From an optimization exercise on the open Yosys and OpenROAD flow, aimed at a short achievable clock period and few clock cycles; shortcuts taken in it are not production practice.
RTL that was checked went through simulation tests only; none was proved equivalent to the original.
No activity file was given, so power comes from the tool's default toggle rates.

Design cpu16, start of the top module:
module cpu16 (
    input  logic        clk,
    input  logic        rst_n,
    input  logic [15:0] instr,
    output logic [15:0] pc,
    output logic        wb_valid,
    output logic [3:0]  wb_addr,
    output logic [15:0] wb_data
);
Settings: LEC_CHECK=0, ABC_CLOCK_PERIOD_IN_PS=2500, CAP_MARGIN=20, CORE_MARGIN=2, CORE_UTILIZATION=40, SETUP_SLACK_MARGIN=5, SLEW_MARGIN=20; clock period 7.5 ns.
run.sh (not shown) runs the stock make flow with config.mk's settings and CLKGATE_MAP_FILE= SYNTH_SCRIPT=/design/flow/synth_recipe.tcl, a recipe that flattens the netlist after the stock synthesis.
Testbench counts at the start, summed over its fixed seeds: cycles 29,981.
Rerun with:
--- a/flow/design.v
+++ b/flow/design.v
@@ -230,30 +230,29 @@
     assign d_stall = d_valid & d_shr & fa1;
     logic [3:0] f_op, f_rd, f_rs, f_rt, f_asrc;
     assign f_op   = instr[15:12];
     assign f_rd   = instr[11:8];
     assign f_rs   = instr[7:4];
     assign f_rt   = instr[3:0];
     assign f_asrc = is_rtype(f_op) ? f_rs : f_rd;
     logic [15:0]   pc2;
     logic [NB-1:0] btb_hit;
-    logic [15:0]   btgt_next, f_btgt;
-    logic          bp_next, seq_q, bp_q, f_bp;
+    logic [15:0]   f_btgt;
     assign pc2 = pc_i + 16'd2;
     always_comb begin
-        btgt_next = 16'd0;
+        f_btgt = 16'd0;
         for (int i = 0; i < NB; i++) begin
-            btb_hit[i] = btb_v[i] && btb_tag[i] == pc2;
-            btgt_next = btgt_next | ({16{btb_hit[i]}} & btb_tgt[i]);
+            btb_hit[i] = btb_v[i] && btb_tag[i] == pc_i;
+            f_btgt = f_btgt | ({16{btb_hit[i]}} & btb_tgt[i]);
         end
     end
-    assign bp_next = |btb_hit;
-    assign f_bp    = seq_q & bp_q;
+    logic f_bp;
+    assign f_bp = |btb_hit;
     logic kill_d, kill_e1, take_f;
     assign kill_e1 = r_redir;
     assign kill_d  = r_redir | e1_redir;
     assign take_f  = !kill_d && !d_stall && !d_undo;
     logic        s_fast, s_e1d, s_e1q, s_e1u, s_du, s_h, s_b, s_s;
     logic [15:0] pc_rest;
     assign s_fast = e1_valid & e1_go & e1_fd1;    
     assign s_e1d = e1_redir & !e1_undo & !e1_fd1 & !e1_fd2;
     assign s_e1q = e1_redir & !e1_undo & !e1_fd1 &  e1_fd2;
@@ -283,34 +282,18 @@
         else              p = pc_f;
         e1_choice = {fast, p};
     endfunction
     logic [16:0] ch0, ch1, ch;
     assign ch0 = e1_choice(1'b0);
     assign ch1 = e1_choice(1'b1);
     assign ch  = e1_deq ? ch1 : ch0;
     assign pc_next = !started ? 16'd0 : r_redir ? (r_taken ? r_tgt : r_pc2) :
                      ch[16] ? {res_hi, lq} : ch[15:0];
-    logic e1r0, e1r1, seq_next;
-    assign e1r0 = e1_valid & (e1_jmp | (e1_br & ((e1_known ? e1_bne : e1_pt) ? !e1_red : e1_red)));
-    assign e1r1 = e1_valid & (e1_jmp | (e1_br & ((e1_known ? !e1_bne : e1_pt) ? !e1_red : e1_red)));
-    assign seq_next = started & !r_redir & !(e1_deq ? e1r1 : e1r0) & !d_undo & !d_stall & !f_bp;
-    always_ff @(posedge clk or negedge rst_n) begin
-        if (!rst_n) begin
-            seq_q <= 1'b0;
-            bp_q  <= 1'b0;
-        end else begin
-            seq_q <= seq_next;
-            bp_q  <= bp_next;
-        end
-    end
-    always_ff @(posedge clk) begin
-        f_btgt <= btgt_next;
-    end
     always_ff @(posedge clk) begin
         pc <= pc_next;
     end
     always_ff @(posedge clk or negedge rst_n) begin
         if (!rst_n) begin
             started  <= 1'b0;
             r_redir  <= 1'b0;
             pc_i     <= 16'd0;
             d_valid  <= 1'b0;
Register-to-register slack barely changes.
Worst setup slack stays flat.
Wire length went up by 1.3%.
Synthesized area went down by 1.1%.
Final cell count went down by 0.92%.
Testbench counts after the change, summed over its fixed seeds: cycles 29,981.

Setup of v6:
Another version of the RTL of cpu16 (not shown whole).
For scale: ~55 I/O pins.
==> module cpu16, before the edit <==
module cpu16 (
    input  logic        clk,
    input  logic        rst_n,
    input  logic [15:0] instr,
    output logic [15:0] pc,
    output logic        wb_valid,
    output logic [3:0]  wb_addr,
    output logic [15:0] wb_data
);
    logic [3:0] f_op, f_rd, f_rs, f_rt;
    assign f_op = instr[15:12];
    assign f_rd = instr[11:8];
    assign f_rs = instr[7:4];
    assign f_rt = instr[3:0];
    logic f_wr, f_rtype, f_br, f_jmp, f_zext, f_imm;
    logic f_sel_add, f_sel_sub, f_sel_nand, f_sel_or, f_sel_sh;
    always_comb begin
        f_wr       = 1'b0;
        f_rtype    = 1'b0;
        f_br       = 1'b0;
        f_jmp      = 1'b0;
        f_zext     = 1'b0;
        f_imm      = 1'b0;
        f_sel_add  = 1'b0;
        f_sel_sub  = 1'b0;
        f_sel_nand = 1'b0;
        f_sel_or   = 1'b0;
        f_sel_sh   = 1'b0;
        case (f_op)
            4'd0:  begin f_wr = 1'b1; f_sel_sh = 1'b1; end
            4'd3:  f_jmp = 1'b1;
            4'd4, 4'd5: begin f_br = 1'b1; f_rtype = 1'b1; end
            4'd6:  begin f_wr = 1'b1; f_imm = 1'b1; f_sel_or = 1'b1; end
            4'd7:  begin f_wr = 1'b1; f_imm = 1'b1; f_sel_nand = 1'b1; end
            4'd8:  begin f_wr = 1'b1; f_rtype = 1'b1; f_sel_add = 1'b1; end
            4'd9:  begin f_wr = 1'b1; f_imm = 1'b1; f_sel_add = 1'b1; end
            4'd10: begin f_wr = 1'b1; f_imm = 1'b1; f_zext = 1'b1; f_sel_add = 1'b1; end
            4'd11: begin f_wr = 1'b1; f_rtype = 1'b1; f_sel_nand = 1'b1; end
            4'd12: begin f_wr = 1'b1; f_rtype = 1'b1; f_sel_sub = 1'b1; end
            4'd13: begin f_wr = 1'b1; f_imm = 1'b1; f_sel_sub = 1'b1; end
            4'd14: begin f_wr = 1'b1; f_imm = 1'b1; f_zext = 1'b1; f_sel_sub = 1'b1; end
            4'd15: begin f_wr = 1'b1; f_rtype = 1'b1; f_sel_or = 1'b1; end
            default: ;
        endcase
    end
    logic [15:0] regs [1:15];
    logic        e_valid;
    logic        e_wrnz;      
    logic        e_wr;
    logic        e_br, e_bne, e_jmp, e_pt;
    logic        e_sel_add, e_sel_sub, e_sel_nand, e_sel_or, e_sel_sh;
    logic [3:0]  e_rd;
    logic [3:0]  e_sh_amt;
    logic        e_sh_left, e_sh_arith;
    logic [15:0] e_a, e_b, e_d;
    logic [15:0] e_pc2;
    logic        w_wrnz;
    logic [15:0] sum, diff, res_nand, res_or, res_sh, alu_res;
    logic [31:0] sh_r;
    logic        eq, taken, redirect;
    logic [15:0] target;
    assign sum      = e_a + e_b;
    assign diff     = e_a - e_b;
    assign res_nand = ~(e_a & e_b);
    assign res_or   = e_a | e_b;
    assign sh_r     = {{16{e_sh_arith & e_a[15]}}, e_a} >> e_sh_amt;
    assign res_sh   = e_sh_left ? (e_a << e_sh_amt) : sh_r[15:0];
    assign alu_res  = ({16{e_sel_add}}  & sum)
                    | ({16{e_sel_sub}}  & diff)
                    | ({16{e_sel_nand}} & res_nand)
                    | ({16{e_sel_or}}   & res_or)
                    | ({16{e_sel_sh}}   & res_sh);
    assign eq       = (e_a == e_b);
    assign taken    = e_br & (eq ^ e_bne);
    assign redirect = e_valid & (e_jmp | (taken ^ e_pt));
    assign target   = e_jmp ? (pc + e_b) : taken ? e_d : e_pc2;
    logic [15:0] vr [16];
    always_comb begin
        vr[0] = 16'd0;
        for (int i = 1; i < 16; i++)
            vr[i] = (w_wrnz && wb_addr == 4'(i)) ? wb_data : regs[i];
    end
    logic fwd_a, fwd_b, fwd_d;
    assign fwd_d = e_wrnz && e_rd == f_rd;
    assign fwd_a = e_wrnz && (f_rtype ? e_rd == f_rs : e_rd == f_rd);
    assign fwd_b = e_wrnz && e_rd == f_rt;
    logic [15:0] f_a, f_b, f_d;
    always_comb begin
        f_d = fwd_d ? alu_res : vr[f_rd];
        f_a = fwd_a ? alu_res : f_rtype ? vr[f_rs] : vr[f_rd];
        if (f_jmp)      f_b = {4'd0, instr[11:0]};
        else if (f_imm) f_b = {(f_zext ? 8'd0 : {8{instr[7]}}), instr[7:0]};
        else            f_b = fwd_b ? alu_res : vr[f_rt];
    end
    logic        f_pt;
    logic [15:0] pc2;
    assign f_pt = f_br & ((f_rs == f_rt) ^ f_op[0]);
    assign pc2  = pc + 16'd2;
    always_ff @(posedge clk or negedge rst_n) begin
        if (!rst_n) begin
            pc       <= 16'd0;
            e_valid  <= 1'b0;
            e_wrnz   <= 1'b0;
            wb_valid <= 1'b0;
            w_wrnz   <= 1'b0;
        end else begin
            pc       <= redirect ? target : f_pt ? f_d : pc2;
            e_valid  <= !redirect;
            e_wrnz   <= !redirect && f_wr && (f_rd != 4'd0);
            wb_valid <= e_valid && e_wr;
            w_wrnz   <= e_wrnz;
        end
    end
    always_ff @(posedge clk) begin
        e_wr       <= f_wr;
        e_br       <= f_br;
        e_bne      <= f_op[0];
        e_jmp      <= f_jmp;
        e_pt       <= f_pt;
        e_sel_add  <= f_sel_add;
        e_sel_sub  <= f_sel_sub;
        e_sel_nand <= f_sel_nand;
        e_sel_or   <= f_sel_or;
        e_sel_sh   <= f_sel_sh;
        e_rd       <= f_rd;
        e_sh_amt   <= f_rs;
        e_sh_left  <= !f_rt[1];
        e_sh_arith <= f_rt[1] & f_rt[0];
        e_a        <= f_a;
        e_b        <= f_b;
        e_d        <= f_d;
        e_pc2      <= pc2;
        wb_addr    <= e_rd;
        wb_data    <= alu_res;
        if (w_wrnz) regs[wb_addr] <= wb_data;
    end
endmodule
make LEC_CHECK=0 ABC_CLOCK_PERIOD_IN_PS=2500 CAP_MARGIN=20 CORE_MARGIN=2 CORE_UTILIZATION=40 SETUP_SLACK_MARGIN=5 SLEW_MARGIN=20 finish   # period 7.5 ns
v6 ran to completion and came out clean on the timing, DRC and antenna checks.
The inputs of v7 differ from those of v6 as listed below.
--- a/flow/design.v
+++ b/flow/design.v
@@ -55,7 +55,6 @@
     logic        e_sh_left, e_sh_arith;
     logic [15:0] e_a, e_b, e_d;
     logic [15:0] e_pc2;
-    logic        w_wrnz;
     logic [15:0] sum, diff, res_nand, res_or, res_sh, alu_res;
     logic [31:0] sh_r;
     logic        eq, taken, redirect;
@@ -78,21 +77,25 @@
     logic [15:0] vr [16];
     always_comb begin
         vr[0] = 16'd0;
-        for (int i = 1; i < 16; i++)
-            vr[i] = (w_wrnz && wb_addr == 4'(i)) ? wb_data : regs[i];
+        for (int i = 1; i < 16; i++) vr[i] = regs[i];
     end
     logic fwd_a, fwd_b, fwd_d;
     assign fwd_d = e_wrnz && e_rd == f_rd;
     assign fwd_a = e_wrnz && (f_rtype ? e_rd == f_rs : e_rd == f_rd);
     assign fwd_b = e_wrnz && e_rd == f_rt;
-    logic [15:0] f_a, f_b, f_d;
-    always_comb begin
-        f_d = fwd_d ? alu_res : vr[f_rd];
-        f_a = fwd_a ? alu_res : f_rtype ? vr[f_rs] : vr[f_rd];
-        if (f_jmp)      f_b = {4'd0, instr[11:0]};
-        else if (f_imm) f_b = {(f_zext ? 8'd0 : {8{instr[7]}}), instr[7:0]};
-        else            f_b = fwd_b ? alu_res : vr[f_rt];
-    end
+    logic        sa_s, sa_d, sb_r, sb_i;
+    logic [15:0] f_a, f_b, f_d, f_imm16, rv_s, rv_t, rv_d;
+    assign rv_s    = vr[f_rs];
+    assign rv_t    = vr[f_rt];
+    assign rv_d    = vr[f_rd];
+    assign f_imm16 = f_jmp ? {4'd0, instr[11:0]} : {(f_zext ? 8'd0 : {8{instr[7]}}), instr[7:0]};
+    assign sa_s    = !fwd_a && f_rtype;
+    assign sa_d    = !fwd_a && !f_rtype;
+    assign sb_i    = f_imm || f_jmp;
+    assign sb_r    = !fwd_b && !sb_i;
+    assign f_d = ({16{fwd_d}} & alu_res) | ({16{!fwd_d}} & rv_d);
+    assign f_a = ({16{fwd_a}} & alu_res) | ({16{sa_s}} & rv_s) | ({16{sa_d}} & rv_d);
+    assign f_b = ({16{fwd_b && !sb_i}} & alu_res) | ({16{sb_r}} & rv_t) | ({16{sb_i}} & f_imm16);
     logic        f_pt;
     logic [15:0] pc2;
     assign f_pt = f_br & ((f_rs == f_rt) ^ f_op[0]);
@@ -103,13 +106,11 @@
             e_valid  <= 1'b0;
             e_wrnz   <= 1'b0;
             wb_valid <= 1'b0;
-            w_wrnz   <= 1'b0;
         end else begin
             pc       <= redirect ? target : f_pt ? f_d : pc2;
             e_valid  <= !redirect;
             e_wrnz   <= !redirect && f_wr && (f_rd != 4'd0);
             wb_valid <= e_valid && e_wr;
-            w_wrnz   <= e_wrnz;
         end
     end
     always_ff @(posedge clk) begin
@@ -133,6 +134,6 @@
         e_pc2      <= pc2;
         wb_addr    <= e_rd;
         wb_data    <= alu_res;
-        if (w_wrnz) regs[wb_addr] <= wb_data;
+        if (e_wrnz) regs[e_rd] <= alu_res;
     end
 endmodule
==> comparison <==
Re number of levels the H-tree was split into: no difference whatsoever between v7 and v6.
The type of the worst setup path comes out in2reg in one run and reg2reg in the other, namely in v7 and v6 respectively.
Of v6 and v7, the run reporting the higher number of signal-net inverters in the final layout was v7.
v6 ended up with mux2i_1 as its cell with the biggest individual delay on the critical path; v7 ended up with a2111oi_4.
Largest stage delay on the critical path for v7: 0.17 ns down relative to v6
Compared with v6, v7 shows post-layout total power that has gone down by more than 10%.
Maximum frequency was higher in the run labelled v6.
Total non-filler cell area in the finished layout (v7 vs. v6) decreases by more than 10%
Total wire length after detailed routing went down by more than 10% going from v6 to v7.
The run showing the greater arrival time of the worst setup path is v7.
Delta (v7 minus v6): clock latency at the later pin of the worst-skew pair decreased by 0.02 ns relative to the old numbers, power spent charging and discharging nets saw a decrease.
Looking at v6 and v7, the clock-pin slew of the registers on the worst-case setup and hold paths is a wash.
Testbench counts of v7, summed over its fixed seeds: cycles 28,391.
Function not checked in v6: the RTL went through the layout flow alone.

[what the ideal ports hide]
Ports are ideal in the flow. The routed layouts listed here were re-timed in OpenROAD.
Step 1 (the two cells are an assumption about what drives the block):
set clk [get_ports {clk}]
set_driving_cell -lib_cell sky130_fd_sc_hd__clkbuf_16 $clk
set_driving_cell -lib_cell sky130_fd_sc_hd__buf_2 [delete_from_list [all_inputs] $clk]
Step 2 moves the port delays by t, midway between the first and last clock arrival at a register: inputs arrive t later, outputs are due t later. That takes back most of the time a late clock gives input paths.
a / b / c = no drivers / after step 1 / after step 2; a / b = the first two.
| run | t (ns) | setup slack, ns | latest minus earliest clock arrival (ns) | pins driven straight from the clock port |
|---|---|---|---|---|
| the first run of note 1 | 0.724 | 4.663 / 4.663 / 4.366 | 0.056 / 0.056 | 1 |
| the second run of note 1 | 0.712 | 4.664 / 4.664 / 4.367 | 0.031 / 0.031 | 1 |
| v6 | 0.651 | 4.319 / 4.275 / 3.624 | 0.024 / 0.024 | 1 |
| v7 | 0.623 | 4.233 / 4.246 / 3.623 | 0.038 / 0.039 | 1 |
After both steps setup and hold are still met in every run listed. The setup slack of v6, which loses most, moves by -0.044 ns with the drivers and by -0.695 ns with both steps.
